What follows belongs to an exercise in optimizing a design on an open flow for small area; a production flow would make more cautious choices.
Where RTL was checked, it was by simulation tests only, not by an equivalence proof against the original.
The RTL of runs 4 to 8 was laid out without a check of its function.
Power and IR drop assume default switching activity.

`flow/flow/run.sh`:
```
#!/bin/bash
# Standard ORFS layout, with the port buffers made from the smallest buffer cell
# (buf_1) instead of the cell buffer_ports picks by default, and vertical IO pins
# on met2 and met4 so that the die can be small.
set -euo pipefail
export BUFFER_PORTS_ARGS="-inputs -outputs -buffer_cell sky130_fd_sc_hd__buf_1"
export IO_PLACER_V="met2 met4"
bash standard.sh > standard_make.log 2>&1
```
`flow/standard.sh`:
```
#!/bin/bash
# synth_recipe.tcl (not shown) runs the flow's synth.tcl, then flattens the netlist and writes it again
# the make line also repeats each setting of config.mk as NAME=value (left out here)
make -C /OpenROAD-flow-scripts/flow DESIGN_CONFIG=/design/flow/config.mk WORK_HOME=/design/flow/orfs CLKGATE_MAP_FILE= SYNTH_SCRIPT=/design/flow/synth_recipe.tcl "${@:-finish}"
```
`flow/config.mk`:
```
export PLATFORM = sky130hd
export DESIGN_NAME = tfe_ingress_sched
export DESIGN_NICKNAME = tfe_ingress_sched
export VERILOG_FILES = /design/flow/design.v
export SDC_FILE = /design/flow/constraint.sdc
export NUM_CORES = 4
export LEC_CHECK = 0
export CAP_MARGIN = 20
export CORE_AREA = 5 5 415 415
export DIE_AREA = 0 0 420 420
export SLEW_MARGIN = 20
export SYNTH_HIERARCHICAL = 1
```
`flow/constraint.sdc`:
```
create_clock -name core_clock -period 5.0 [get_ports {clk}]
set_input_delay 1.0000 -clock core_clock [delete_from_list [all_inputs] [get_ports {clk}]]
set_output_delay 1.0000 -clock core_clock [all_outputs]
set_load 0.01 [all_outputs]
```
`flow/design.v`:
```
package tfe_pkg;
  localparam int unsigned TUPLE_W     = 104;
  localparam int unsigned FEAT_W      = 256;
  localparam int unsigned HASH_W      = 16;
  localparam int unsigned TFE_LAT_DEF = 4;
  localparam int unsigned GAP_W       = 4;
  typedef enum logic {
    IDLE = 1'b0,
    GAP  = 1'b1
  } state_t;
  typedef struct packed {
    logic [TUPLE_W-1:0] tuple;
    logic [FEAT_W-1:0]  feature;
  } pkt_t;
endpackage
module tfe_rr_arbiter #(
  parameter int unsigned N     = 4,
  parameter int unsigned IDX_W = 2
) (
  input  logic [N-1:0]     req,
  input  logic [IDX_W-1:0] ptr,
  input  logic             en,
  output logic [N-1:0]     sel,
  output logic [N-1:0]     grant,
  output logic [IDX_W-1:0] grant_idx
);
  logic [N-1:0] mask;    
  logic [N-1:0] hi;
  logic [N-1:0] pool;
  always_comb begin
    for (int unsigned i = 0; i < N; i++) mask[i] = (IDX_W'(i) > ptr);
    hi   = req & mask;
    pool = (|hi) ? hi : req;
    sel = pool & ~(pool - N'(1));
    grant_idx = '0;
    for (int unsigned i = 0; i < N; i++) if (sel[i]) grant_idx = grant_idx | IDX_W'(i);
  end
  assign grant = en ? sel : '0;
endmodule
module tfe_pkt_mux #(
  parameter int unsigned N = 4,
  parameter int unsigned W = 360
) (
  input  logic [N*W-1:0] in,
  input  logic [N-1:0]   sel_n,
  output logic [W-1:0]   out
);
  always_comb begin
    out = '1;
    for (int unsigned p = 0; p < N; p++) out = out & (in[p*W +: W] | {W{sel_n[p]}});
  end
endmodule
module tfe_ingress_sched #(
  parameter int unsigned NUM_PORTS = 4,
  parameter int unsigned PORT_W    = 2,
  parameter int unsigned TFE_LAT   = tfe_pkg::TFE_LAT_DEF,
  parameter int unsigned ISSUE_GAP = 0,
  parameter int unsigned CNT_W     = 4
) (
  input  logic                           clk,
  input  logic                           rst_n,
  input  logic                           en,
  input  logic                           stall,
  input  logic [NUM_PORTS-1:0]           req_valid,
  input  logic [NUM_PORTS*tfe_pkg::TUPLE_W-1:0]   req_tuple,
  input  logic [NUM_PORTS*tfe_pkg::FEAT_W-1:0]    req_feature,
  output logic [NUM_PORTS-1:0]           req_ready,
  output logic [tfe_pkg::TUPLE_W-1:0]             tfe_ip_tuple,
  output logic [tfe_pkg::FEAT_W-1:0]              tfe_raw_feature,
  output logic                           tfe_ip_valid,
  output logic [PORT_W-1:0]              tag_port,
  output logic                           tag_valid,
  output logic [CNT_W-1:0]               in_flight
);
  localparam int unsigned PW = tfe_pkg::TUPLE_W + tfe_pkg::FEAT_W;
  logic [PORT_W-1:0]    rr_ptr;
  logic [PORT_W-1:0]    grant_idx;
  logic [NUM_PORTS-1:0] grant;
  logic [NUM_PORTS-1:0] sel;
  logic [NUM_PORTS-1:0] sel_n;
  logic                 transfer_c;
  logic [PW-1:0]        pkt [NUM_PORTS];
  logic [PW-1:0]        pkt_sel;
  logic                 tag_v_q [TFE_LAT];
  logic [PORT_W-1:0]    tag_p_q [TFE_LAT];
  tfe_rr_arbiter #(
    .N     (NUM_PORTS),
    .IDX_W (PORT_W)
  ) u_arb (
    .req       (req_valid),
    .ptr       (rr_ptr),
    .en        (en & ~stall),
    .sel       (sel),
    .grant     (grant),
    .grant_idx (grant_idx)
  );
  assign req_ready  = grant;
  assign transfer_c = |grant;
  assign sel_n      = ~sel;
  always_comb begin
    for (int unsigned p = 0; p < NUM_PORTS; p++)
      pkt[p] = {req_tuple[p*tfe_pkg::TUPLE_W +: tfe_pkg::TUPLE_W],
                req_feature[p*tfe_pkg::FEAT_W +: tfe_pkg::FEAT_W]};
  end
  tfe_pkt_mux #(
    .N (NUM_PORTS),
    .W (PW)
  ) u_mux (
    .in    ({pkt[3], pkt[2], pkt[1], pkt[0]}),
    .sel_n (sel_n),
    .out   (pkt_sel)
  );
  always_ff @(posedge clk or negedge rst_n) begin
    if (!rst_n) begin
      rr_ptr       <= PORT_W'(NUM_PORTS - 1);
      tfe_ip_valid <= 1'b0;
    end else begin
      tfe_ip_valid <= transfer_c;
      if (transfer_c) rr_ptr <= grant_idx;
    end
  end
  always_ff @(posedge clk) begin
    {tfe_ip_tuple, tfe_raw_feature} <= pkt_sel;
  end
  always_ff @(posedge clk or negedge rst_n) begin
    if (!rst_n) begin
      for (int unsigned i = 0; i < TFE_LAT; i++) tag_v_q[i] <= 1'b0;
    end else begin
      tag_v_q[0] <= tfe_ip_valid;
      for (int unsigned i = 1; i < TFE_LAT; i++) tag_v_q[i] <= tag_v_q[i-1];
    end
  end
  always_ff @(posedge clk) begin
    tag_p_q[0] <= rr_ptr;
    for (int unsigned i = 1; i < TFE_LAT; i++) tag_p_q[i] <= tag_p_q[i-1];
  end
  assign tag_valid = tag_v_q[TFE_LAT-1];
  assign tag_port  = tag_p_q[TFE_LAT-1];
  always_comb begin
    in_flight = '0;
    for (int unsigned i = 0; i < TFE_LAT; i++) in_flight = in_flight + CNT_W'(tag_v_q[i]);
  end
endmodule
```
==> results of run 1 <==
==> cells by family after synthesis <==
group	synth area share [%]
AO/OA/AOI/OAI	30.6
flip-flops	49.9
AND/OR/NAND/NOR	9.55
buffers and inverters	9.44
adder cells (fa/ha/maj)	0.298
multiplexers	0.149
other	0.0248
XOR/XNOR	0.0579
==> state kept, by name, summed over array words and instances, names as in the netlist <==
signal / count
tfe_ip_tuple: 104
tag_p_q: 8
tfe_raw_feature: 256
tag_v_q: 4
rr_ptr: 2
tfe_ip_valid: 1
==> power by group <==
group	leakage, nW	switching (W)	internal [W]
clock	0.934	0.00183	0.00253
sequential	3.18	0.00126	0.00441
combinational	4.21	0.00585	0.00202
total	8.33	0.00894	0.00896
==> cells in the mapped netlist, drive strengths merged <==
cell type    n  share of area (%)
a21oi        3              0.099
o22a         1              0.058
nand2b       1              0.091
dfrtp        5               0.83
fa           1               0.13
conb         1              0.025
dfxtp      368                 49
nor4         1               0.14
mux2         2               0.15
xor2         1              0.058
a32oi        1              0.058
nor3         2               0.13
o22ai      721                 30
nand2        2              0.050
a21o         1              0.050
inv         15               0.37
o2111a       1              0.074
buf        160                8.9
nor2       363                9.0
o21a         2              0.099
clkbuf       4               0.18
o211a        1              0.066
nor2b        3               0.12
ha           2               0.17
o21ai        4               0.13
dfstp        2               0.35
o221ai       1              0.099
==> final cells by class <==
| class | count | area [µm²] |
|---|---|---|
| well taps | 2204 | 2760 |
| repair buffers | 1872 | 7350 |
| clock inverters | 21 | 256 |
| flip-flops and latches | 375 | 7540 |
| fillers | 19900 | 141000 |
| inverters | 15 | 86.3 |
| diodes | 235 | 588 |
| multi-input cells | 1115 | 6150 |
| clock buffers | 85 | 1650 |
==> metrics by stage <==
stage / power, W / worst slack, ns / util [%]
4_1_cts: 0.0182 / 1.50 / 15.4
3_5_place_dp: 0.0137 / 1.24 / 14.3
6_report: 0.0179 / 1.54 / 15.8
5_1_grt: 0.0185 / 1.48 / 15.7
3_3_place_gp: 0.0138 / 1.28 / 14.3
2_1_floorplan: 0.00834 / 2.29 / -
==> worst max-delay path, cell delays in order, from the launching register on <==
cell     delay, ns
dfrtp_1       0.36
inv_1         0.06
fa_1          0.53
inv_1         0.04
ha_1          0.17
ha_1          0.37
buf_1         0.25
==> worst max-delay path by stage <==
stage                       startpoint              endpoint  slack [ns]
after floorplan           req_valid[0]          req_ready[3]        2.29
after global placement    req_valid[3]  tfe_raw_feature[248]        1.28
after detailed placement  req_valid[3]  tfe_raw_feature[248]        1.24
after CTS                   tag_v_q[3]          in_flight[1]        1.50
after global routing        tag_v_q[3]          in_flight[1]        1.48
final                       tag_v_q[3]          in_flight[1]        1.54
==> metal layers <==
layer	GRT usage, %	part of all wire [%]	routed length (µm)	up-vias
li1	-	-	-	10200
met1	30.0	34	95200	11800
met2	50.6	49	134000	1846
met3	6.63	5.8	15900	1032
met4	25.8	11	30300	50
met5	0	0.12	319	-
==> summary.txt, run 1 <==
outcome complete, no violations; DRC violations left 0; ANT nets after route 0; Max-slew headroom 31.5%; Placed Area 23900 µm²; clock transition at the registers of the reported paths 0.06 ns; commonest non-fill, non-tap cells in the layout 1815 x buf_1, 720 x o22ai_1, 368 x dfxtp_1; CTS sink count around 380; starting density of the core 9.04%; Clock Tree Buf Depth 3; GRT Residual Overflow 0; post-synth cell types 33; clock latency on the worst-skew pair about 0.7 ns; yosys warns 12; Slew Limit Fails 0; core area around 170000 µm²; worst ir drop on vdd 0.261 mV; first-pass GRT wire length 322000 µm; 1st-pass router iterations 5; Setup-failing EPs final 0; Post-CTS Hold Fix Bufs 0; placed cells 5581; initial antenna violation count between 300 and 400; crit path time final about 3.5 ns; Area Growth Syn to Fin 74.6%; vias per cell 4.20; final net count ~4900; R2R depth 7; H-Tree Level Count 2; flop-to-flop setup slack 1.94 ns; initial DRC count 1581; root buffer cell clkbuf_16; Power Density 678 nW/µm²; worst hold path type input port to asynchronous set/reset pin; Post-Syn Instances 1669; Max Fclk 289 MHz; gr usage total 29.4%; Final Hold Fails 0; Worst Max-Slew Pin Slew 1.03 ns; CTS resizes 0; CP endpoint kind output port; postcts setup bufs 0; Final Non-Filler Cells 5922; Avg Synthesized Cell Area 9.06 µm²; largest net degree at the start of global routing 95; period utilization between 60% and 70%; Max Clock Skew 0.0201 ns; Setup crit start kind flop; required time of the worst setup path 4.00 ns; Placer Congestion 1.03; final WL about 280000 µm; CP Class flop to output port; DP HPWL 246000 µm; setup_tns 0 ns; Vias 24900; R2R Path End tfe_raw_feature[248]; Die ar. 176000 µm²; CP max FO 2; Synth Cell Area 15100 µm²; CTS Buf Count just under 60; Final Cell Area 26400 µm²; layout cells sized above 1 4.62%; vias in the first global route 24400; Synthesized Nets 3120; Die Ht 420 µm; WL/cell 46.6 µm; row count 150; hold slack 0.231 ns; register area share after synthesis 49.9%; RSZ-0062 raised after global routing false; Pleak about 8.3 nW; CTS tree built; Synth Register Bits 375; Port-buffer cells 1818; r2r startpoint rr_ptr[0]; # IOs 1820; Horiz. Die Dim approximately 420 µm; Data arrival, critical path 2.46 ns; max cap viols 0; commonest non-fill, non-tap cell in the layout buf_1
==> run 2, diff against run 1 <==
==> flow/flow/run.sh (replaced) <==
#!/bin/bash
# Standard ORFS layout, with:
# - port buffers made from the smallest buffer cell (buf_1) instead of the cell
#   buffer_ports picks by default;
# - vertical IO pins on met2 and met4 so that the die can be small;
# - a clock tree of clkbuf_8 with larger sink clusters and no dummy loads.
set -euo pipefail
export BUFFER_PORTS_ARGS="-inputs -outputs -buffer_cell sky130_fd_sc_hd__buf_1"
export IO_PLACER_V="met2 met4"
export CTS_ARGS="-sink_clustering_enable -repair_clock_nets -dont_use_dummy_load -sink_clustering_size 12 -sink_clustering_max_diameter 100 -buf_list {sky130_fd_sc_hd__clkbuf_8}"
bash standard.sh > standard_make.log 2>&1
--- a/flow/config.mk
+++ b/flow/config.mk
@@ -7,6 +7,7 @@
 export LEC_CHECK = 0
-export CAP_MARGIN = 20
+export CAP_MARGIN = 10
 export CORE_AREA = 5 5 415 415
 export DIE_AREA = 0 0 420 420
-export SLEW_MARGIN = 20
+export PLACE_DENSITY = 0.8
+export SLEW_MARGIN = 10
 export SYNTH_HIERARCHICAL = 1
==> summary.txt, run 2 <==
CP max FO 2 (unchanged); Horiz. Die Dim 420 µm (unchanged); DP HPWL 217000 µm (-12%); layout cells sized above 1 3.42% (-1.2 points); CTS resizes 0 (unchanged); Area Growth Syn to Fin 64.9%; Vias 24700 (-0.78%); top_reg_cell synth dfxtp_1; Die ar. 176000 µm² (unchanged); CTS tree built; Setup-failing EPs final 0 (unchanged); Post-CTS Hold Fix Bufs 0 (unchanged); most frequent cell after synthesis o22ai_1; ANT nets after route 0 (unchanged); first-pass GRT wire length 283000 µm (-12%); period utilization 68.3% (-0.86 points); Final Hold Fails 0 (unchanged); worst ir drop on vdd 0.227 mV (-13%); Max Clock Skew 0.0409 ns (+0.0208 ns); vias in the first global route 22700 (-7.3%); row count 150 (unchanged); required time of the worst setup path 4.00 ns (about the same); Clock Tree Buf Depth 3 (unchanged); Power Density 619 nW/µm² (-8.7%); yosys warns 12 (unchanged); worst hold path type input port to asynchronous set/reset pin; largest net degree at the start of global routing 111 (+17%); gr usage total 25.7% (-3.7 points); Synth Cell Area 15100 µm² (unchanged); area of the multi-input gates 6190 µm² (+0.61%); commonest non-fill, non-tap cell in the layout buf_1; EDFF count, synth 0 (unchanged); H-Tree Level Count 2 (unchanged); RSZ-0062 raised after global routing false; Port-buffer cells 1818 (unchanged); CP peak stage delay 0.54 ns (about the same); clock transition at the registers of the reported paths 0.08 ns (+0.02 ns); fillers 19600 (-1.1%); Placer Congestion 1.15 (+12%); Synth Register Bits 375 (unchanged); Slew Limit Fails 0 (unchanged); Post-synth ARST share 1.87% (unchanged); # IOs 1820 (unchanged); Post-Syn Instances 1669 (unchanged); root buffer cell clkbuf_8; CP Class flop to output port; final WL 244000 µm (-12%); Avg Synthesized Cell Area 9.06 µm² (unchanged); post-synth cell types 33 (unchanged); clock latency on the worst-skew pair 0.76 ns (+0.08 ns); Worst Max-Slew Pin Slew 1.03 ns (+0.00499 ns); CTS sink count 375 (unchanged); initial DRC count 2532 (+60%); Setup crit start kind flop; final net count 4871 (-0.35%); Pleak 7.72 nW (-7.2%); setup_tns 0 ns (unchanged); postcts setup bufs 0 (unchanged); crit path time final 3.41 ns (-0.0432 ns); Max Fclk 293 MHz (+1.3%); hold slack 0.170 ns (-0.0613 ns); starting density of the core 9.04% (unchanged); DRC violations left 0 (unchanged); leading cell types by total area after synthesis dfxtp_1 49%, o22ai_1 30%, nor2_1 9.0%; Crit-path slowest cell fa_1; buffers and inverters on the worst path 3 (unchanged); Max-slew headroom 31.2% (-0.33 points); max FFs per register 256 (unchanged); max cap viols 0 (unchanged); cell taking the most area after synthesis dfxtp_1; outcome complete, no violations; FF/Latch Area 7540 µm² (unchanged); Top Family by Delay on Critical Path adder cells; Die Ht 420 µm (unchanged); CTS Buf Count 44 (-24%); vias per cell 4.27 (+1.7%); Synthesized Nets 3120 (unchanged); register area share after synthesis 49.9% (unchanged); commonest non-fill, non-tap cells in the layout 1817 x buf_1, 714 x o22ai_1, 368 x dfxtp_1; share of the synthesized area in the top cell type 48.7% (unchanged); GRT Residual Overflow 0 (unchanged); WL/cell 42.2 µm (-9.4%); critical-path cell list inv_1 > fa_1 > inv_1 > ha_1 > ha_1 > buf_1; Commonest cells post-synth 721 x o22ai_1, 368 x dfxtp_1, 363 x nor2_1, 73 x buf_6, 56 x buf_2; 1st-pass router iterations 6 (+1); CP endpoint kind output port; initial antenna violation count 262 (-34%); Data arrival, critical path 2.41 ns (-0.05 ns); core area 167000 µm² (unchanged)
[run 2: layout make-up]
cell class | instances | area share [%]
well taps | 2204 | 11.1
clock buffers | 44 | 2.43
multi-input cells | 1115 | 24.8
repair buffers | 1869 | 29.5
diodes | 155 | 1.56
inverters | 15 | 0.346
flip-flops and latches | 375 | 30.3
[run 2: cells by family (layout without fill, tap and decap cells)]
family	Yosys count	after routing	synth area share, %
other cells	1	156	0.0248
simple gates	372	372	9.55
buf+inv	179	1928	9.44
xor+xnor	1	1	0.0579
flops	375	375	49.9
fa+ha+maj	3	3	0.298
compound gates	736	736	30.6
mux	2	2	0.149
[run 2: metal layers]
metal	vias up	track usage [%]	part of all wire, %
met5	-	0.722	0.19
met4	74	20.1	10
met3	999	12.2	12
met2	2188	39.4	43
met1	11400	27.0	34
li1	10000	-	-
[run 2: per-stage QoR]
step | power (W) | util (%) | setup WS, ns | instance area (µm²) | std cells
finish | 0.0154 | 14.9 | 1.59 | 24900 | 5777
global placement | 0.0134 | 14.3 | 1.21 | 23900 | 5578
CTS | 0.0156 | 14.7 | 1.45 | 24500 | 5622
floorplan | 0.00834 | - | 2.29 | 15100 | 1669
global route | 0.0160 | 14.8 | 1.44 | 24800 | 5730
detailed placement | 0.0134 | 14.3 | 1.29 | 23900 | 5578
[run 2: worst register-to-register path, delay by kind of cell (launching register included)]
kind,cells,cell delay (ns)
buf+inv,2,1.26
flops,1,0.68
simple gates,3,0.42
compound gates,2,0.55
[run 2: worst paths after layout]
check,slack [ns],end,cells past startpoint,from
max in group asynchronous,4.49,rr_ptr[1],1,rst_n
max reg2reg,2.06,tfe_raw_feature[195],7,rr_ptr[1]
min,0.17,tfe_ip_valid,1,rst_n
min in group core_clock,0.31,tag_p_q[1][0],0,tag_p_q[0][0]
min reg2reg,0.31,tag_p_q[1][0],0,tag_p_q[0][0]
max,1.59,in_flight[1],6,tag_v_q[3]
[run 2: where the power goes]
part	internal (W)	switching, W
Combinational	0.00203	0.00611
Clock	0.000780	0.00138
Sequential	0.00440	0.000744
==> run 3, diff against run 2 <==
--- a/flow/config.mk
+++ b/flow/config.mk
@@ -7,7 +7,6 @@
 export LEC_CHECK = 0
-export CAP_MARGIN = 10
+export CAP_MARGIN = 20
 export CORE_AREA = 5 5 415 415
 export DIE_AREA = 0 0 420 420
-export PLACE_DENSITY = 0.8
-export SLEW_MARGIN = 10
+export SLEW_MARGIN = 20
 export SYNTH_HIERARCHICAL = 1
==> summary.txt, run 3 <==
outcome complete, no violations; EDFF count, synth 0 (unchanged); cell taking the most area after synthesis dfxtp_1; row count 150 (unchanged); Placed Area 23900 µm² (-0.19%); first-pass GRT wire length 321000 µm (+13%); Die Ht 420 µm (unchanged); initial antenna violation count 405 (+55%); H-Tree Level Count 2 (unchanged); grt met3 use 6.46% (-5.8 points); # IOs 1820 (unchanged); vias in the first global route 24200 (+7.0%); Data arrival, critical path 2.56 ns (+0.15 ns); FF/Latch Area 7540 µm² (unchanged); final WL 276000 µm (+13%); Placer Congestion 1.03 (-10%); layout cells sized above 1 3.50% (+0.081 points); Area Growth Syn to Fin 66.7%; area of the multi-input gates 6150 µm² (-0.61%); critical-path cell list inv_1 > fa_1 > inv_1 > ha_1 > ha_1 > buf_1; Port-buffer cells 1818 (unchanged); Slew Limit Fails 0 (unchanged); grt met1 use 30.1% (+3.1 points); yosys warns 12 (unchanged); hold slack 0.108 ns (-0.0623 ns); Max Fclk 281 MHz (-4.0%); Crit-path slowest cell fa_1; post-synth cell types 33 (unchanged); power share of the sequential group 35.7% (+2.4 points); top_reg_cell synth dfxtp_1; starting density of the core 9.04% (unchanged); Sw Share 54.2% (+0.91 points); Vias 24700 (+0.073%); Max-slew headroom 35.5% (+4.3 points); CTS tree built; WL/cell 46.8 µm (+11%); Setup crit start kind flop; share of the synthesized area in the top cell type 48.7% (unchanged); clock latency on the worst-skew pair 0.77 ns (about the same); most frequent cell after synthesis o22ai_1; Die ar. 176000 µm² (unchanged); cell internal pwr 0.00727 W (+0.89%); Power Density 630 nW/µm² (+1.8%); Pleak 7.74 nW (+0.19%); Max Clock Skew 0.0991 ns (+0.0582 ns); ANT nets after route 0 (unchanged); DP HPWL 246000 µm (+14%); leading cell types by total area after synthesis dfxtp_1 49%, o22ai_1 30%, nor2_1 9.0%; clock transition at the registers of the reported paths 0.10 ns (+0.02 ns); fin util 15.1% (+0.16 points); core area 167000 µm² (unchanged); Synth Register Bits 375 (unchanged); 1st-pass router iterations 5 (-1); register area share after synthesis 49.9% (unchanged); Worst Max-Slew Pin Slew 0.967 ns (-0.0652 ns); commonest non-fill, non-tap cells in the layout 1815 x buf_1, 720 x o22ai_1, 368 x dfxtp_1; Final Cell Area 25200 µm² (+1.1%); DRC violations left 0 (unchanged); period utilization 71.1% (+2.9 points); initial DRC count 1761 (-30%); Post-CTS Hold Fix Bufs 0 (unchanged); postcts setup bufs 0 (unchanged); Final Hold Fails 0 (unchanged); max FFs per register 256 (unchanged); Synth Cell Area 15100 µm² (unchanged); clock share of power 14.7% (+0.7 points); CP peak stage delay 0.53 ns (about the same); Horiz. Die Dim 420 µm (unchanged); gr busiest metal met2; largest net degree at the start of global routing 95 (-14%); Clock Tree Buf Depth 3 (unchanged); root buffer cell clkbuf_8; gr usage total 29.4% (+3.7 points); final net count 4878 (+0.14%); crit path time final 3.56 ns (+0.143 ns); CP Class flop to output port; setup_tns 0 ns (unchanged); GRT Residual Overflow 0 (unchanged); CTS Buf Count 48 (+9.1%); Commonest cells post-synth 721 x o22ai_1, 368 x dfxtp_1, 363 x nor2_1, 73 x buf_6, 56 x buf_2; Synthesized Nets 3120 (unchanged); met2 Track Usage GR 50.1% (+11 points); max cap viols 0 (unchanged); Setup-failing EPs final 0 (unchanged); commonest non-fill, non-tap cell in the layout buf_1; RSZ-0062 raised after global routing false; Psw 0.00862 W (+4.7%); required time of the worst setup path 4.00 ns (about the same); Post-synth ARST share 1.87% (unchanged); CP max FO 2 (unchanged); logic gate share of total power 49.6% (-3.1 points); fillers 20000 (+1.7%); vias per cell 4.19 (-1.8%); CTS resizes 0 (unchanged); Post-Syn Instances 1669 (unchanged); worst hold path type input port to asynchronous set/reset pin; worst ir drop on vdd 0.193 mV (-15%); CTS sink count 375 (unchanged); CP endpoint kind output port; Avg Synthesized Cell Area 9.06 µm² (unchanged)
run 3: logic make-up after synthesis:
| group | count (synthesis) | share of synthesized area, % |
|---|---|---|
| xor+xnor | 1 | 0.0579 |
| other cells | 1 | 0.0248 |
| compound gates | 736 | 30.6 |
| mux | 2 | 0.149 |
| fa+ha+maj | 3 | 0.298 |
| buf+inv | 179 | 9.44 |
| flops | 375 | 49.9 |
| simple gates | 372 | 9.55 |
run 3: worst paths after layout:
check / from / to / slack (ns) / cells past startpoint
max: tag_v_q[3] / in_flight[1] / 1.44 / 6
min: rst_n / tfe_ip_valid / 0.11 / 1
max reg2reg: rr_ptr[0] / tfe_raw_feature[248] / 1.94 / 7
min reg2reg: tag_p_q[0][0] / tag_p_q[1][0] / 0.34 / 0
max in group asynchronous: rst_n / rr_ptr[1] / 4.58 / 1
min in group core_clock: tag_p_q[0][0] / tag_p_q[1][0] / 0.34 / 0
run 3: layout make-up:
type | count | area share [%]
Antenna cell | 257 | 2.55
Clock buffer | 48 | 2.62
Inverter | 15 | 0.343
Multi-Input combinational cell | 1115 | 24.4
Sequential cell | 375 | 29.9
Tap cell | 2204 | 10.9
Timing Repair Buffer | 1872 | 29.2
run 3: critical path, delay by kind of cell, from the launching register on:
kind / cells / cell delay, ns
adder cells (fa/ha/maj): 3 / 1.06
buffers and inverters: 3 / 0.36
flip-flops: 1 / 0.37
run 3: power groups by stage:
stage | Sequential [W] | Combinational [W] | Clock (W)
final | 0.00567 | 0.00789 | 0.00233
after global routing | 0.00575 | 0.00817 | 0.00251
after CTS | 0.00567 | 0.00804 | 0.00247
after detailed placement | 0.00571 | 0.00801 | 0
after global placement | 0.00575 | 0.00804 | 0
after floorplan | 0.00553 | 0.00282 | 0
run 3: routing by layer:
layer / wire length [µm] / up-vias
met4: 30900 / 50
met5: 326 / -
met1: 95100 / 11600
li1: - / 10100
met3: 16000 / 1041
met2: 133000 / 1856
run 3: metrics by stage:
stage,worst slack (ns),cells,power (W)
global route,1.36,5847,0.0164
global placement,1.28,5581,0.0138
CTS,1.36,5629,0.0162
finish,1.44,5886,0.0159
floorplan,2.29,1669,0.00834
detailed placement,1.24,5581,0.0137
==> run 4, diff against run 3 <==
--- a/flow/design.v
+++ b/flow/design.v
@@ -26,10 +26,14 @@
 );
-  logic [N-1:0] mask;    
-  logic [N-1:0] hi;
-  logic [N-1:0] pool;
+  logic [N-1:0] sel_k [N];
   always_comb begin
-    for (int unsigned i = 0; i < N; i++) mask[i] = (IDX_W'(i) > ptr);
-    hi   = req & mask;
-    pool = (|hi) ? hi : req;
-    sel = pool & ~(pool - N'(1));
+    for (int unsigned k = 0; k < N; k++) begin
+      for (int unsigned i = 0; i < N; i++) begin
+        sel_k[k][i] = req[i];
+        for (int unsigned d = 1; d < N; d++) begin
+          if (((k + d) % N) != i && d < ((i + N - k - 1) % N) + 1)
+            sel_k[k][i] = sel_k[k][i] & ~req[(k + d) % N];
+        end
+      end
+    end
+    sel = sel_k[ptr];
     grant_idx = '0;
==> summary.txt, run 4 <==
Setup crit start kind flop; Slew Limit Fails 0 (unchanged); crit path to req_ready[3]; CTS Buf Count 47 (-2.1%); share of the synthesized area in the top cell type 48.8% (+0.11 points); EDFF count, synth 0 (unchanged); Clock Tree Buf Depth 3 (unchanged); Avg Synthesized Cell Area 9.04 µm² (-0.17%); worst ir drop on vdd 0.212 mV (+9.4%); Pleak 7.76 nW (+0.28%); initial antenna violation count 281 (-31%); vias per cell 4.15 (-0.94%); period utilization 69.3% (-1.8 points); most frequent cell after synthesis o22ai_1; crit path time final 3.46 ns (-0.0912 ns); Max-slew headroom 42.7% (+7.2 points); setup_tns 0 ns (unchanged); DRC violations left 0 (unchanged); power share of the sequential group 36.1% (+0.4 points); Max Fclk 289 MHz (+2.6%); Final Hold Fails 0 (unchanged); clock latency on the worst-skew pair 0.71 ns (-0.06 ns); outcome complete, no violations; Psw 0.00806 W (-6.5%); cell taking the most area after synthesis dfxtp_1; 1st-pass router iterations 5 (unchanged); worst hold path type input port to asynchronous set/reset pin; top_reg_cell synth dfxtp_1; fillers 19800 (-1.0%); Setup-failing EPs final 0 (unchanged); fin util 15.0% (-0.066 points); Placer Congestion 1.07 (+3.2%); initial DRC count 2082 (+18%); Post-synth ARST share 1.87% (unchanged); CTS sink count 375 (unchanged); Vias 24300 (-1.7%); clock share of power 14.9% (+0.2 points); Die Ht 420 µm (unchanged); WL/cell 43.3 µm (-7.6%); r2r startpoint rr_ptr[1]; RSZ-0062 raised after global routing false; Synth Cell Area 15100 µm² (-0.23%); max cap viols 0 (unchanged); Port-buffer cells 1818 (unchanged); vias in the first global route 23600 (-2.7%); Synthesized Nets 3119 (-0.032%); CP max FO 10 (+8); crit path from rr_ptr[0]; CP Class flop to output port; core area 167000 µm² (unchanged); clock transition at the registers of the reported paths 0.09 ns (about the same); Commonest cells post-synth 722 x o22ai_1, 368 x dfxtp_1, 364 x nor2_1, 71 x buf_6, 57 x buf_2; Power Density 606 nW/µm² (-3.9%); ANT nets after route 0 (unchanged); root buffer cell clkbuf_8; CTS resizes 0 (unchanged); Die ar. 176000 µm² (unchanged); required time of the worst setup path 4.00 ns (about the same); postcts setup bufs 0 (unchanged); CP endpoint kind output port; first-pass GRT wire length 296000 µm (-7.8%); logic gate share of total power 49.0% (-0.6 points); row count 150 (unchanged); Worst Max-Slew Pin Slew 0.859 ns (-0.108 ns); GRT Residual Overflow 0 (unchanged); Synth Register Bits 375 (unchanged); gr usage total 26.8% (-2.6 points); layout cells sized above 1 3.59% (+0.083 points); yosys warns 13 (+1); R2R Path End tfe_raw_feature[205]; final net count 4882 (+0.082%); DP HPWL 225000 µm (-8.4%); commonest non-fill, non-tap cell in the layout buf_1; largest net degree at the start of global routing 92 (-3.2%); final WL 253000 µm (-8.3%); post-synth cell types 30 (-9.1%); CTS tree built; register area share after synthesis 50.0% (+0.12 points); max FFs per register 256 (unchanged); Data arrival, critical path 2.46 ns (-0.10 ns); leading cell types by total area after synthesis dfxtp_1 49%, o22ai_1 30%, nor2_1 9.1%; Post-CTS Hold Fix Bufs 0 (unchanged); R2R depth 7 (unchanged); starting density of the core 9.02% (-0.021 points); # IOs 1820 (unchanged); Area Growth Syn to Fin 66.3%; Horiz. Die Dim 420 µm (unchanged); cell internal pwr 0.00715 W (-1.7%); Post-Syn Instances 1668 (-0.060%); flop-to-flop setup slack 2.08 ns (+0.14 ns); Max Clock Skew 0.0537 ns (-0.0454 ns); Sw Share 53.0% (-1.2 points); H-Tree Level Count 2 (unchanged); commonest non-fill, non-tap cells in the layout 1813 x buf_1, 720 x o22ai_1, 368 x dfxtp_1
[run 4: metal layers]
metal	share of wire, %	routed length (µm)	vias up	track usage [%]
met1	35	87400	11500	27.8
met2	46	117000	1760	43.7
li1	-	-	10100	-
met5	0.15	372	-	0
met4	12	31400	54	26.3
met3	6.6	16700	872	6.76
[run 4: cell type report]
| cell class | instances | area, µm² | area share, % |
|---|---|---|---|
| clock buffer | 47 | 647 | 2.58 |
| tap | 2204 | 2760 | 11.0 |
| inverter | 15 | 86.3 | 0.344 |
| timing repair buffer | 1876 | 7390 | 29.4 |
| sequential | 375 | 7540 | 30.1 |
| antenna | 208 | 520 | 2.07 |
| multi-input combinational | 1116 | 6150 | 24.5 |
[run 4: worst min-delay path by stage]
stage	end	cells past startpoint	slack, ns
finish	tag_v_q[3]	1	0.20
global placement	tag_p_q[3][0]	0	0.31
CTS	tag_v_q[3]	1	0.08
floorplan	tag_p_q[1][0]	0	0.31
detailed placement	tag_p_q[3][0]	0	0.31
global route	tag_v_q[2]	1	0.14
[run 4: critical path, stage by stage, from the launching register on]
cell	delay, ns
dfstp_2	0.65
nand2b_1	0.17
a221oi_2	0.09
nor3b_1	0.52
buf_1	0.32
[run 4: logic make-up after synthesis]
logic type	share of synthesized area, %
muxes	0.149
adders and majority gates	0.299
and+or+nand+nor	9.63
buffers and inverters	9.31
DFF	50.0
AOI/OAI and AO/OA	30.6
other	0.0249
[run 4: through the flow]
step / total power, W / std cells / cell area (µm²) / hold slack, ns / setup WS, ns
2_1_floorplan: 0.00815 / 1668 / 15100 / 0.310 / 2.21
3_3_place_gp: 0.0131 / 5585 / 23900 / 0.313 / 0.870
3_5_place_dp: 0.0131 / 5586 / 23900 / 0.313 / 1.39
4_1_cts: 0.0155 / 5633 / 24600 / 0.0773 / 1.42
5_1_grt: 0.0158 / 5801 / 25000 / 0.140 / 1.39
6_report: 0.0152 / 5841 / 25100 / 0.200 / 1.54
[run 4: power groups by stage]
| stage | Sequential (W) | Clock (W) | Combinational, W |
|---|---|---|---|
| 2_1_floorplan | 0.00541 | 0 | 0.00274 |
| 3_3_place_gp | 0.00559 | 0 | 0.00753 |
| 3_5_place_dp | 0.00553 | 0 | 0.00756 |
| 4_1_cts | 0.00549 | 0.00244 | 0.00759 |
| 5_1_grt | 0.00556 | 0.00248 | 0.00776 |
| 6_report | 0.00549 | 0.00227 | 0.00745 |
==> run 5, diff against run 4 <==
--- a/flow/flow/run.sh
+++ b/flow/flow/run.sh
@@ -9,3 +9,3 @@
 export IO_PLACER_V="met2 met4"
-export CTS_ARGS="-sink_clustering_enable -repair_clock_nets -dont_use_dummy_load -sink_clustering_size 12 -sink_clustering_max_diameter 100 -buf_list {sky130_fd_sc_hd__clkbuf_8}"
+export CTS_ARGS="-sink_clustering_enable -repair_clock_nets -dont_use_dummy_load -sink_clustering_size 16 -sink_clustering_max_diameter 80 -buf_list {sky130_fd_sc_hd__clkbuf_8}"
 bash standard.sh > standard_make.log 2>&1
--- a/flow/config.mk
+++ b/flow/config.mk
@@ -7,6 +7,7 @@
 export LEC_CHECK = 0
-export CAP_MARGIN = 20
-export CORE_AREA = 5 5 415 415
-export DIE_AREA = 0 0 420 420
-export SLEW_MARGIN = 20
+export CAP_MARGIN = 10
+export CORE_AREA = 5 5 395 395
+export DIE_AREA = 0 0 400 400
+export PLACE_DENSITY = 0.8
+export SLEW_MARGIN = 10
 export SYNTH_HIERARCHICAL = 1
==> summary.txt, run 5 <==
Max-slew headroom 32.0% (-11 points); root buffer cell clkbuf_8; clock transition at the registers of the reported paths 0.11 ns (+0.02 ns); first-pass GRT wire length 288000 µm (-2.6%); Commonest cells post-synth 722 x o22ai_1, 368 x dfxtp_1, 364 x nor2_1, 71 x buf_6, 57 x buf_2; CTS Buf Count 46 (-2.1%); hold slack 0.245 ns (+0.0450 ns); yosys warns 13 (unchanged); worst ir drop on vdd 0.265 mV (+25%); placed cells 5404 (-3.3%); Pleak 7.74 nW (-0.23%); CTS tree built; FF/Latch Area 7540 µm² (unchanged); Final Hold Fails 0 (unchanged); Max Fclk 286 MHz (-1.0%); 1st-pass router iterations 5 (unchanged); DP HPWL 221000 µm (-2.1%); crit path time final 3.50 ns (+0.0368 ns); WL/cell 44.3 µm (+2.4%); fillers 17900 (-9.5%); Setup crit start kind flop; gr usage total 28.8% (+2.0 points); cell taking the most area after synthesis dfxtp_1; area of the multi-input gates 6130 µm² (-0.20%); Port-buffer cells 1818 (unchanged); Power Density 618 nW/µm² (+1.9%); GRT Residual Overflow 0 (unchanged); post-synth cell types 30 (unchanged); Clock Tree Buf Depth 3 (unchanged); DRC violations left 0 (unchanged); core area 152000 µm² (-9.4%); Data arrival, critical path 2.50 ns (+0.04 ns); Final Non-Filler Cells 5609 (-4.0%); Post-synth ARST share 1.87% (unchanged); vias per cell 4.46 (+7.3%); CTS resizes 0 (unchanged); final net count 4873 (-0.18%); Avg Synthesized Cell Area 9.04 µm² (unchanged); worst hold path type input port to asynchronous set/reset pin; vias in the first global route 23100 (-2.2%); period utilization 70.0% (+0.74 points); commonest non-fill, non-tap cell in the layout buf_1; H-Tree Level Count 2 (unchanged); Synthesized Nets 3119 (unchanged); outcome complete, no violations; starting density of the core 9.95% (+0.93 points); initial DRC count 3234 (+55%); ANT nets after route 0 (unchanged); Placer Congestion 1.14 (+6.7%); fin util 16.3% (+1.3 points); CP endpoint kind output port; register area share after synthesis 50.0% (unchanged); Synth Cell Area 15100 µm² (unchanged); Area Growth Syn to Fin 64.0%; clock latency on the worst-skew pair 0.72 ns (about the same); final WL 249000 µm (-1.6%); postcts setup bufs 0 (unchanged); Die Ht 400 µm (-4.8%); required time of the worst setup path 4.00 ns (about the same); Post-CTS Hold Fix Bufs 0 (unchanged); Max Clock Skew 0.0879 ns (+0.0343 ns); RSZ-0062 raised after global routing false; Horiz. Die Dim 400 µm (-4.8%); EDFF count, synth 0 (unchanged); CTS sink count 375 (unchanged); largest net degree at the start of global routing 85 (-7.6%); Vias 25000 (+3.1%); Slew Limit Fails 0 (unchanged); max cap viols 0 (unchanged); max FFs per register 256 (unchanged); most frequent cell after synthesis o22ai_1; Post-Syn Instances 1668 (unchanged); setup_tns 0 ns (unchanged); leading cell types by total area after synthesis dfxtp_1 49%, o22ai_1 30%, nor2_1 9.1%; layout cells sized above 1 3.22% (-0.37 points); top_reg_cell synth dfxtp_1; Setup-failing EPs final 0 (unchanged); commonest non-fill, non-tap cells in the layout 1815 x buf_1, 722 x o22ai_1, 368 x dfxtp_1; Die ar. 160000 µm² (-9.3%); Synth Register Bits 375 (unchanged); Worst Max-Slew Pin Slew 1.02 ns (+0.164 ns); # IOs 1820 (unchanged); share of the synthesized area in the top cell type 48.8% (unchanged); CP Class flop to output port; row count 143 (-4.7%); initial antenna violation count 293 (+4.3%); CP max FO 10 (unchanged)
-- run 5: cell counts after synthesis --
Identical to the previous run, type by type.
-- run 5: routing by layer --
metal	global-route usage (%)	wire [µm]	vias to the layer above
met5	0	364	-
met4	22.0	24700	58
met3	10.7	25000	940
met2	43.3	106000	2264
met1	33.0	92100	11700
li1	-	-	10000
-- run 5: cell type report --
| type | count | share of cell area [%] |
|---|---|---|
| Antenna cell | 159 | 1.61 |
| Inverter | 15 | 0.349 |
| Tap cell | 2030 | 10.3 |
| Sequential cell | 375 | 30.5 |
| Multi-Input combinational cell | 1116 | 24.8 |
| Clock buffer | 46 | 2.56 |
| Timing Repair Buffer | 1868 | 29.9 |
-- run 5: worst paths after layout --
| path | from | end | slack (ns) | cells after the start |
|---|---|---|---|---|
| setup / recovery | rr_ptr[0] | req_ready[1] | 1.50 | 4 |
| hold / removal | rst_n | tag_v_q[0] | 0.24 | 1 |
| setup reg to reg | rr_ptr[0] | tfe_raw_feature[172] | 2.09 | 8 |
| hold reg to reg | tag_p_q[1][0] | tag_p_q[2][0] | 0.31 | 0 |
| max in group asynchronous | rst_n | rr_ptr[1] | 4.33 | 1 |
| min in group core_clock | tag_p_q[1][0] | tag_p_q[2][0] | 0.31 | 0 |
-- run 5: worst max-delay path: stages (launching register included) --
cell and delay (ns):
dfstp_2 0.64, nand2b_2 0.18, a21oi_1 0.10, nor3b_1 0.60
buf_1 0.25
-- run 5: kinds of logic after synthesis --
group	count (synthesis)	share of synthesized area, %
AOI/OAI and AO/OA	735	30.6
and+or+nand+nor	375	9.63
DFF	375	50.0
buffers and inverters	177	9.31
adders and majority gates	3	0.299
muxes	2	0.149
other	1	0.0249
-- run 5: metrics by stage --
stage / total power, W / setup WS [ns] / instance area [µm²]
finish: 0.0153 / 1.50 / 24700
global route: 0.0157 / 1.37 / 24600
CTS: 0.0152 / 1.41 / 24300
detailed placement: 0.0130 / 1.55 / 23700
global placement: 0.0130 / 1.51 / 23700
floorplan: 0.00815 / 2.21 / 15100
-- run 5: where the power goes --
part / switching (W) / total (W) / internal, W
sequential: 0.000948 / 0.00528 / 0.00433
combinational: 0.00584 / 0.00782 / 0.00198
clock: 0.00136 / 0.00217 / 0.000812
==> run 6, diff against run 5 <==
--- a/flow/config.mk
+++ b/flow/config.mk
@@ -7,3 +7,3 @@
 export LEC_CHECK = 0
-export CAP_MARGIN = 10
+export CAP_MARGIN = 0
 export CORE_AREA = 5 5 395 395
@@ -11,3 +11,3 @@
 export PLACE_DENSITY = 0.8
-export SLEW_MARGIN = 10
+export SLEW_MARGIN = 0
 export SYNTH_HIERARCHICAL = 1
==> summary.txt, run 6 <==
outcome complete, no violations; Horiz. Die Dim 400 µm (unchanged); CTS sink count 375 (unchanged); DRC violations left 0 (unchanged); Die Ht 400 µm (unchanged); Data arrival, critical path 2.50 ns (about the same); Area Growth Syn to Fin 64.0% (unchanged); postcts setup bufs 0 (unchanged); setup ws final 1.50 ns (unchanged); Max-slew headroom 32.0% (unchanged); Final Hold Fails 0 (unchanged); commonest non-fill, non-tap cell in the layout buf_1; Post-CTS Hold Fix Bufs 0 (unchanged); Placer Congestion 1.14 (unchanged); Power Density 618 nW/µm² (unchanged); Synthesized Nets 3119 (unchanged); Synth Register Bits 375 (unchanged); multiplexer share of the synthesized area 0.149% (unchanged); total power 0.0153 W (unchanged); area of the multi-input gates 6130 µm² (unchanged); Commonest cells post-synth 722 x o22ai_1, 368 x dfxtp_1, 364 x nor2_1, 71 x buf_6, 57 x buf_2; GRT Residual Overflow 0 (unchanged); max FFs per register 256 (unchanged); CTS tree built; Synth Area in Compound Gates 30.6% (unchanged); worst hold path type input port to asynchronous set/reset pin; Avg Synthesized Cell Area 9.04 µm² (unchanged); largest net degree at the start of global routing 85 (unchanged); DP Worst Slack 1.55 ns (unchanged); period utilization 70.0% (unchanged); # IOs 1820 (unchanged); commonest non-fill, non-tap cells in the layout 1815 x buf_1, 722 x o22ai_1, 368 x dfxtp_1; crit path to req_ready[1]; final net count 4873 (unchanged); Max Clock Skew 0.0879 ns (unchanged); Setup crit start kind flop; clock latency on the worst-skew pair 0.72 ns (about the same); starting density of the core 9.95% (unchanged); clock transition at the registers of the reported paths 0.11 ns (about the same); R2R Path End tfe_raw_feature[172]; Crit-path slowest cell dfstp_2; Die ar. 160000 µm² (unchanged); R2R depth 8 (unchanged); WL/cell 44.3 µm (unchanged); required time of the worst setup path 4.00 ns (about the same); r2r startpoint rr_ptr[0]; final WL 249000 µm (unchanged); layout cells sized above 1 3.22% (unchanged); max cap viols 0 (unchanged); largest family of logic cells by synthesized area compound AO/OA/AOI/OAI gates; Final Non-Filler Cells 5609 (unchanged); Simple-Gate Fraction of Synth Area 9.63% (unchanged); Synth Area in XOR/XNOR 0% (unchanged); Clock Tree Buf Depth 3 (unchanged); Setup-failing EPs final 0 (unchanged); top_reg_cell synth dfxtp_1; Worst Max-Slew Pin Slew 1.02 ns (unchanged); vias per cell 4.46 (unchanged); critical-path cell list nand2b_2 > a21oi_1 > nor3b_1 > buf_1; initial DRC count 3234 (unchanged); EDFF count, synth 0 (unchanged); flop-to-flop setup slack 2.09 ns (about the same); Post-Syn Instances 1668 (unchanged); CP Class flop to output port; yosys warns 13 (unchanged); initial antenna violation count 293 (unchanged); cell taking the most area after synthesis dfxtp_1; Post-synth ARST share 1.87% (unchanged); CP endpoint kind output port; crit path time final 3.50 ns (unchanged); CP peak stage delay 0.64 ns (about the same); Max Fclk 286 MHz (unchanged); post-synthesis adder-cell area fraction 0.299% (unchanged); most frequent cell after synthesis o22ai_1; gr usage total 28.8% (unchanged); fillers 17900 (unchanged); worst ir drop on vdd 0.265 mV (unchanged); post-synth cell types 30 (unchanged); vias in the first global route 23100 (unchanged); placed cells 5404 (unchanged); DP HPWL 221000 µm (unchanged); H-Tree Level Count 2 (unchanged); root buffer cell clkbuf_8; ANT nets after route 0 (unchanged); Vias 25000 (unchanged); register area share after synthesis 50.0% (unchanged); leading cell types by total area after synthesis dfxtp_1 49%, o22ai_1 30%, nor2_1 9.1%; FF/Latch Area 7540 µm² (unchanged); core area 152000 µm² (unchanged); setup_tns 0 ns (unchanged); CP max FO 10 (unchanged); row count 143 (unchanged); Synth Cell Area 15100 µm² (unchanged); Slew Limit Fails 0 (unchanged); RSZ-0062 raised after global routing false; first-pass GRT wire length 288000 µm (unchanged); share of the synthesized area in the top cell type 48.8% (unchanged); CTS resizes 0 (unchanged); 1st-pass router iterations 5 (unchanged); Port-buffer cells 1818 (unchanged); Pleak 7.74 nW (unchanged); crit path from rr_ptr[0]; CTS Buf Count 46 (unchanged)
[run 6: power by group]
part           switching, W  internal, W
clock network       0.00136     0.000812
logic               0.00584      0.00198
registers          0.000948      0.00433
[run 6: through the flow]
step	hold WS, ns	area [µm²]	utilization, %
finish	0.245	24700	16.3
global route	0.173	24600	16.3
CTS	0.111	24300	16.1
detailed placement	0.312	23700	15.6
global placement	0.311	23700	15.6
floorplan	0.310	15100	-
[run 6: worst min-delay path by stage]
stage | slack [ns] | start | end | cells past startpoint
after floorplan | 0.31 | tag_p_q[0][0] | tag_p_q[1][0] | 0
final | 0.24 | rst_n | tag_v_q[0] | 1
after global placement | 0.31 | tag_p_q[1][0] | tag_p_q[2][0] | 0
after CTS | 0.11 | rst_n | tag_v_q[0] | 1
after global routing | 0.17 | rst_n | tag_v_q[0] | 1
after detailed placement | 0.31 | tag_p_q[2][0] | tag_p_q[3][0] | 0
[run 6: logic make-up after synthesis]
group / count (synthesis)
AND/OR/NAND/NOR: 375
other: 1
flip-flops: 375
adder cells (fa/ha/maj): 3
multiplexers: 2
buffers and inverters: 177
AO/OA/AOI/OAI: 735
[run 6: area by class of cell]
| cell class | count | share of cell area, % |
|---|---|---|
| diodes | 159 | 1.61 |
| well taps | 2030 | 10.3 |
| flip-flops and latches | 375 | 30.5 |
| multi-input cells | 1116 | 24.8 |
| inverters | 15 | 0.349 |
| clock buffers | 46 | 2.56 |
| repair buffers | 1868 | 29.9 |
[run 6: routing by layer]
layer,wire [µm],share of wire (%),vias up,track usage (%)
li1,-,-,10000,-
met1,92100,37,11700,33.0
met2,106000,43,2264,43.3
met4,24700,9.9,58,22.0
met5,364,0.15,-,0
met3,25000,10,940,10.7
[run 6: critical path: cells and delay by family, from the launching register on]
family                 cells  cell delay [ns]
AND/OR/NAND/NOR            2             0.78
AO/OA/AOI/OAI              1             0.10
buffers and inverters      1             0.25
flip-flops                 1             0.64
==> run 7, diff against run 6 <==
--- a/flow/design.v
+++ b/flow/design.v
@@ -26,31 +26,16 @@
 );
-  logic [N-1:0] sel_k [N];
+  logic found;
   always_comb begin
-    for (int unsigned k = 0; k < N; k++) begin
-      for (int unsigned i = 0; i < N; i++) begin
-        sel_k[k][i] = req[i];
-        for (int unsigned d = 1; d < N; d++) begin
-          if (((k + d) % N) != i && d < ((i + N - k - 1) % N) + 1)
-            sel_k[k][i] = sel_k[k][i] & ~req[(k + d) % N];
-        end
+    sel       = '0;
+    grant_idx = '0;
+    found     = 1'b0;
+    for (int unsigned i = 1; i <= N; i++) begin
+      if (!found && req[IDX_W'((32'(ptr) + i) % N)]) begin
+        found                          = 1'b1;
+        sel[IDX_W'((32'(ptr) + i) % N)] = 1'b1;
+        grant_idx                      = IDX_W'((32'(ptr) + i) % N);
       end
     end
-    sel = sel_k[ptr];
-    grant_idx = '0;
-    for (int unsigned i = 0; i < N; i++) if (sel[i]) grant_idx = grant_idx | IDX_W'(i);
   end
   assign grant = en ? sel : '0;
-endmodule
-module tfe_pkt_mux #(
-  parameter int unsigned N = 4,
-  parameter int unsigned W = 360
-) (
-  input  logic [N*W-1:0] in,
-  input  logic [N-1:0]   sel_n,
-  output logic [W-1:0]   out
-);
-  always_comb begin
-    out = '1;
-    for (int unsigned p = 0; p < N; p++) out = out & (in[p*W +: W] | {W{sel_n[p]}});
-  end
 endmodule
@@ -104,14 +89,9 @@
   always_comb begin
-    for (int unsigned p = 0; p < NUM_PORTS; p++)
-      pkt[p] = {req_tuple[p*tfe_pkg::TUPLE_W +: tfe_pkg::TUPLE_W],
-                req_feature[p*tfe_pkg::FEAT_W +: tfe_pkg::FEAT_W]};
+    pkt_sel = '1;
+    for (int unsigned p = 0; p < NUM_PORTS; p++) begin
+      pkt[p]  = {req_tuple[p*tfe_pkg::TUPLE_W +: tfe_pkg::TUPLE_W],
+                 req_feature[p*tfe_pkg::FEAT_W +: tfe_pkg::FEAT_W]};
+      pkt_sel = pkt_sel & (pkt[p] | {PW{sel_n[p]}});
+    end
   end
-  tfe_pkt_mux #(
-    .N (NUM_PORTS),
-    .W (PW)
-  ) u_mux (
-    .in    ({pkt[3], pkt[2], pkt[1], pkt[0]}),
-    .sel_n (sel_n),
-    .out   (pkt_sel)
-  );
   always_ff @(posedge clk or negedge rst_n) begin
==> flow/flow/run.sh (replaced) <==
#!/bin/bash
# Standard ORFS layout, with the port buffers made from the smallest buffer cell
# (buf_1) instead of the cell buffer_ports picks by default.
set -euo pipefail
export BUFFER_PORTS_ARGS="-inputs -outputs -buffer_cell sky130_fd_sc_hd__buf_1"
bash standard.sh > standard_make.log 2>&1
==> flow/config.mk (replaced) <==
export PLATFORM = sky130hd
export DESIGN_NAME = tfe_ingress_sched
export DESIGN_NICKNAME = tfe_ingress_sched
export VERILOG_FILES = /design/flow/design.v
export SDC_FILE = /design/flow/constraint.sdc
export NUM_CORES = 4
export LEC_CHECK = 0
export CAP_MARGIN = 20
export CORE_AREA = 10 10 630 630
export DIE_AREA = 0 0 640 640
export SLEW_MARGIN = 20
==> summary.txt, run 7 <==
layout cells sized above 1 5.46% (+2.2 points); Final Hold Fails 0 (unchanged); r2r startpoint rr_ptr[0]; root buffer cell clkbuf_16; EDFF count, synth 0 (unchanged); fillers 45100 (+150%); flop-to-flop setup slack 0.41 ns (-1.68 ns); share of the synthesized area in the top cell type 49.4% (+0.55 points); most frequent cell after synthesis o22ai_1; Post-CTS Hold Fix Bufs 0 (unchanged); Vias 26600 (+6.3%); max FFs per register 256 (unchanged); core area 383000 µm² (+150%); # IOs 1820 (unchanged); clock transition at the registers of the reported paths 0.06 ns (-0.05 ns); DRC violations left 0 (unchanged); Avg Synthesized Cell Area 8.81 µm² (-2.5%); crit path time final 4.71 ns (+1.21 ns); Synth Register Bits 375 (unchanged); vias in the first global route 23200 (+0.49%); 1st-pass router iterations 9 (+4); CTS tree built; Die ar. 410000 µm² (+160%); Post-synth ARST share 1.87% (unchanged); CP Class flop to output port; starting density of the core 3.90% (-6.1 points); Pleak 8.48 nW (+9.5%); Max Fclk 212 MHz (-26%); total power 0.0272 W (+78%); final net count 4909 (+0.74%); DP HPWL 369000 µm (+67%); Setup crit start kind flop; CP endpoint kind output port; Port-buffer cells 1818 (unchanged); commonest non-fill, non-tap cells in the layout 1789 x buf_1, 721 x o22ai_1, 369 x nor2_1; Placer Congestion 1.06 (-7.1%); RSZ-0062 raised after global routing false; Commonest cells post-synth 721 x o22ai_1, 369 x nor2_1, 368 x dfxtp_1, 138 x buf_2, 22 x buf_4; worst hold path type input port to asynchronous set/reset pin; Slew Limit Fails 0 (unchanged); Setup-failing EPs final 0 (unchanged); clock latency on the worst-skew pair 0.80 ns (+0.08 ns); Worst Max-Slew Pin Slew 1.20 ns (+0.174 ns); CP max FO 14 (+4); Clock Tree Buf Depth 3 (unchanged); Data arrival, critical path 3.71 ns (+1.21 ns); postcts setup bufs 0 (unchanged); vias per cell 3.07 (-31%); required time of the worst setup path 4.00 ns (about the same); CTS resizes 0 (unchanged); Synthesized Nets 3148 (+0.93%); Synth Cell Area 14900 µm² (-1.1%); register area share after synthesis 50.6% (+0.56 points); R2R Path End tfe_raw_feature[202]; period utilization 94.1% (+24 points); H-Tree Level Count 2 (unchanged); worst ir drop on vdd 0.686 mV (+160%); Max Clock Skew 0.0331 ns (-0.0548 ns); gr usage total 18.2% (-11 points); CTS Buf Count 59 (+28%); commonest non-fill, non-tap cell in the layout buf_1; max cap viols 0 (unchanged); largest net degree at the start of global routing 106 (+25%); CTS sink count 375 (unchanged); post-synth cell types 37 (+23%); outcome complete, no violations; Power Density 903 nW/µm² (+46%); WL/cell 45.5 µm (+2.7%); leading cell types by total area after synthesis dfxtp_1 49%, o22ai_1 30%, nor2_1 9.3%; final WL 395000 µm (+59%); R2R depth 8 (unchanged); Horiz. Die Dim 640 µm (+60%); crit path from rr_ptr[0]; initial antenna violation count 498 (+70%); top_reg_cell synth dfxtp_1; yosys warns 5 (-8); row count 227 (+59%); ANT nets after route 0 (unchanged); GRT Residual Overflow 0 (unchanged); Post-Syn Instances 1692 (+1.4%); Die Ht 640 µm (+60%); Area Growth Syn to Fin 102%; setup_tns 0 ns (unchanged); first-pass GRT wire length 441000 µm (+53%); Max-slew headroom 20.5% (-12 points); initial DRC count 3702 (+14%); cell taking the most area after synthesis dfxtp_1
run 7: worst max-delay path: stages, from the launching register on:
cell and delay, ns:
dfstp_2 0.69, inv_1 0.16, ha_1 0.44, mux4_2 0.72, a21oi_1 0.29, a221oi_4 0.10, nor2_1 0.31, buf_1 0.22
run 7: worst max-delay path by stage:
stage                                 to  slack [ns]  cells past startpoint
finish                      req_ready[1]        0.29                      7
global route                req_ready[1]        0.03                      7
CTS                         req_ready[1]        0.16                      7
detailed placement  tfe_raw_feature[202]        0.60                      8
global placement    tfe_raw_feature[202]        0.74                      8
floorplan                   req_ready[2]        1.32                      9
run 7: layout make-up:
cell class	count	area, µm²	area share (%)
clock inverter	35	423	1.40
antenna	135	338	1.12
clock buffer	71	1600	5.32
multi-input combinational	1141	6430	21.4
timing repair buffer	1866	7430	24.7
inverter	10	37.5	0.125
tap	5038	6300	20.9
sequential	375	7540	25.1
run 7: layer usage:
metal | wire [µm] | global-route usage, % | vias up
met5 | 1940 | 0 | -
met4 | 10600 | 2.53 | 286
met3 | 71100 | 14.3 | 1081
met2 | 179000 | 30.2 | 2839
met1 | 132000 | 18.4 | 12100
li1 | - | - | 10300
run 7: stage by stage:
stage | setup slack, ns | instance area (µm²) | hold slack, ns | util [%] | instances
CTS | 0.162 | 29800 | 0.132 | 7.78 | 8536
global placement | 0.743 | 27700 | 0.311 | 7.25 | 8430
global route | 0.0312 | 29900 | 0.190 | 7.80 | 8571
floorplan | 1.32 | 14900 | 0.310 | - | 1692
finish | 0.293 | 30100 | 0.200 | 7.87 | 8671
detailed placement | 0.605 | 27700 | 0.313 | 7.25 | 8430
run 7: report_power, final:
part	switching [W]	internal [W]
Combinational	0.0132	0.00415
Sequential	0.000557	0.00474
Clock	0.00198	0.00260
Total	0.0157	0.0115
run 7: cells by family (layout without fill, tap and decap cells):
kind of cell,after synthesis,after routing,share of synthesized area (%)
AO/OA/AOI/OAI,740,740,31.6
AND/OR/NAND/NOR,388,388,10.1
flip-flops,375,375,50.6
buffers and inverters,176,1982,6.44
adder cells (fa/ha/maj),8,8,0.721
multiplexers,4,4,0.520
other,1,136,0.0251
==> run 8, diff against run 7 <==
--- a/flow/config.mk
+++ b/flow/config.mk
@@ -9,2 +9,3 @@
 export CORE_AREA = 10 10 630 630
+export CTS_BUF_LIST = sky130_fd_sc_hd__clkbuf_4 sky130_fd_sc_hd__clkbuf_8
 export DIE_AREA = 0 0 640 640
==> summary.txt, run 8 <==
max cap viols 0 (unchanged); post-synth cell types 37 (unchanged); Vias 26900 (+1.2%); DRC violations left 0 (unchanged); Synthesized Nets 3148 (unchanged); Final Cell Area 30300 µm² (+0.62%); outcome complete, no violations; root buffer cell clkbuf_8; commonest non-fill, non-tap cells in the layout 1789 x buf_1, 721 x o22ai_1, 368 x nor2_1, 368 x dfxtp_1, 108 x clkbuf_8; layout cells sized above 1 7.20% (+1.7 points); CP max FO 14 (unchanged); Final Hold Fails 0 (unchanged); Max-slew headroom 24.3% (+3.8 points); Post-Syn Instances 1692 (unchanged); DP HPWL 369000 µm (unchanged); Setup-failing EPs final 0 (unchanged); Die Ht 640 µm (unchanged); core area 383000 µm² (unchanged); crit path time final 4.75 ns (+0.0451 ns); top_reg_cell synth dfxtp_1; 1st-pass router iterations 6 (-3); setup ws final 0.248 ns (-0.0451 ns); clock latency on the worst-skew pair 0.97 ns (+0.17 ns); worst ir drop on vdd 0.664 mV (-3.3%); Placed Area 27700 µm² (unchanged); ANT nets after route 0 (unchanged); Clock Tree Buf Depth 4 (+1); Port-buffer cells 1818 (unchanged); required time of the worst setup path 4.00 ns (about the same); total power 0.0275 W (+0.99%); final net count 4948 (+0.79%); Slew Limit Fails 0 (unchanged); Synth Cell Area 14900 µm² (unchanged); GRT Residual Overflow 0 (unchanged); DP Worst Slack 0.605 ns (unchanged); Die ar. 410000 µm² (unchanged); final WL 396000 µm (+0.29%); Area Growth Syn to Fin 103%; Setup crit start kind flop; WL/cell 45.4 µm (-0.34%); commonest non-fill, non-tap cell in the layout buf_1; cell taking the most area after synthesis dfxtp_1; period utilization 95.0% (+0.90 points); Horiz. Die Dim 640 µm (unchanged); clock transition at the registers of the reported paths 0.06 ns (about the same); Power Density 906 nW/µm² (+0.36%); register area share after synthesis 50.6% (unchanged); RSZ-0062 raised after global routing false; initial antenna violation count 495 (-0.60%); Post-synth ARST share 1.87% (unchanged); R2R depth 10 (+2); vias per cell 3.09 (+0.59%); vias in the first global route 23400 (+1.1%); H-Tree Level Count 3 (+1); Max Clock Skew 0.0852 ns (+0.0520 ns); initial DRC count 3678 (-0.65%); leading cell types by total area after synthesis dfxtp_1 49%, o22ai_1 30%, nor2_1 9.3%; gr usage total 18.2% (+0.035 points); CP Class flop to output port; CP endpoint kind output port; Max Fclk 210 MHz (-0.95%); share of the synthesized area in the top cell type 49.4% (unchanged); Data arrival, critical path 3.75 ns (+0.04 ns); # IOs 1820 (unchanged); Placer Congestion 1.06 (unchanged); EDFF count, synth 0 (unchanged); Pleak 8.65 nW (+2.0%); Worst Max-Slew Pin Slew 1.14 ns (-0.0576 ns); Commonest cells post-synth 721 x o22ai_1, 369 x nor2_1, 368 x dfxtp_1, 138 x buf_2, 22 x buf_4; CTS tree built; Synth Register Bits 375 (unchanged); CTS Buf Count 90 (+53%); fillers 45100 (+0.027%); yosys warns 5 (unchanged); WHS Path Cells 3; max FFs per register 256 (unchanged); CTS sink count 375 (unchanged); Avg Synthesized Cell Area 8.81 µm² (unchanged); first-pass GRT wire length 442000 µm (+0.27%); row count 227 (unchanged); most frequent cell after synthesis o22ai_1; worst hold path type input port to flop; largest net degree at the start of global routing 106 (unchanged); starting density of the core 3.90% (unchanged); setup_tns 0 ns (unchanged)
-- run 8: path summary, 6_finish.rpt --
check,startpoint,endpoint,slack [ns]
hold reg to reg,tag_p_q[2][0],tag_p_q[3][0],0.31
setup reg to reg,rr_ptr[0],tfe_raw_feature[202],0.32
setup / recovery,rr_ptr[0],req_ready[3],0.25
min in group asynchronous,rst_n,tag_v_q[0],0.62
max in group asynchronous,rst_n,tag_v_q[3],3.92
hold / removal,req_feature[87],tfe_raw_feature[87],0.29
-- run 8: power by group --
part	switching, W	internal, W	total, W
clock	0.00195	0.00281	0.00476
sequential	0.000567	0.00474	0.00530
combinational	0.0132	0.00421	0.0174
-- run 8: timing repair --
| action | 4_1_cts | 5_1_grt |
|---|---|---|
| buffers inserted | 0 | 7 |
| pin swaps | 0 | 3 |
| gates resized for setup | 1 | 0 |
| endpoints found under the setup margin | 1 | 4 |
| endpoints found under the hold margin | 2 | 0 |
| hold buffers | 1 | 0 |
-- run 8: cells by family after synthesis --
| kind of cell | synth area share (%) |
|---|---|
| adders and majority gates | 0.721 |
| muxes | 0.520 |
| AOI/OAI and AO/OA | 31.6 |
| buffers and inverters | 6.44 |
| other | 0.0251 |
| and+or+nand+nor | 10.1 |
| DFF | 50.6 |
-- run 8: layout make-up --
type / count / area, µm² / area share [%]
clock buffers: 125 / 1610 / 5.33
well taps: 5038 / 6300 / 20.8
multi-input cells: 1141 / 6430 / 21.2
repair buffers: 1874 / 7490 / 24.7
flip-flops and latches: 375 / 7540 / 24.9
clock inverters: 33 / 547 / 1.80
diodes: 130 / 325 / 1.07
inverters: 10 / 37.5 / 0.124
-- run 8: per-layer routing --
layer	vias up	wire length, µm	track usage, %	share of wire (%)
li1	10300	-	-	-
met1	12300	132000	18.3	33
met2	2890	179000	30.1	45
met3	1138	71200	14.4	18
met4	276	12200	3.03	3.1
met5	-	1890	0	0.48
-- run 8: through the flow --
stage | util, % | cells | hold slack, ns
after global routing | 7.87 | 8650 | 0.179
after CTS | 7.82 | 8589 | 0.101
after detailed placement | 7.25 | 8430 | 0.313
after floorplan | - | 1692 | 0.310
final | 7.92 | 8726 | 0.294
after global placement | 7.25 | 8430 | 0.311
-- run 8: critical path: stages, from the launching register on --
cell and delay (ns):
dfstp_2 0.70, inv_1 0.17, ha_1 0.44, mux4_2 0.66, buf_4 0.20, a221oi_4 0.26, buf_4 0.19, nor2_1 0.07
buf_1 0.17

==> what the ideal ports hide <==
How much do the figures lean on ideal ports? The routed layouts below were timed once more, with nothing changed but the port constraints. Step 1 sets driving cells, clkbuf_16 on the clock port and buf_2 on the other inputs (assumed; they add their load-dependent delay and slew). Step 2 times the ports against the registers' clock, not the clock port: input delays grow and output delays shrink by t, the midpoint of the rising clock arrivals with the driver on. a / b / c = ideal / step 1 / step 2; a / b = the first two.
| run | shift t [ns] | setup slack, ns | slew at the worst register clock pin (ns) | cell pins on the clock port's net |
|---|---|---|---|---|
| run 1 | 0.728 | 1.544 / 1.480 / 1.130 | 0.07 / 0.07 | 1 |
| run 2 | 0.798 | 1.587 / 1.510 / 1.326 | 0.12 / 0.12 | 1 |
| run 3 | 0.788 | 1.444 / 1.384 / 1.180 | 0.11 / 0.11 | 1 |
| run 4 | 0.785 | 1.535 / 1.455 / 1.316 | 0.12 / 0.12 | 1 |
| run 5 | 0.748 | 1.499 / 1.440 / 1.441 | 0.12 / 0.12 | 1 |
| run 6 | 0.748 | 1.499 / 1.440 / 1.441 | 0.12 / 0.12 | 1 |
| run 7 | 0.851 | 0.293 / 0.216 / 0.379 | 0.07 / 0.07 | 1 |
| run 8 | 0.985 | 0.248 / 0.155 / 0.237 | 0.08 / 0.08 | 1 |
After both steps every run listed still meets setup and hold. For run 1, which loses most, drivers alone change the setup slack by -0.064 ns; drivers and shift together by -0.414 ns.
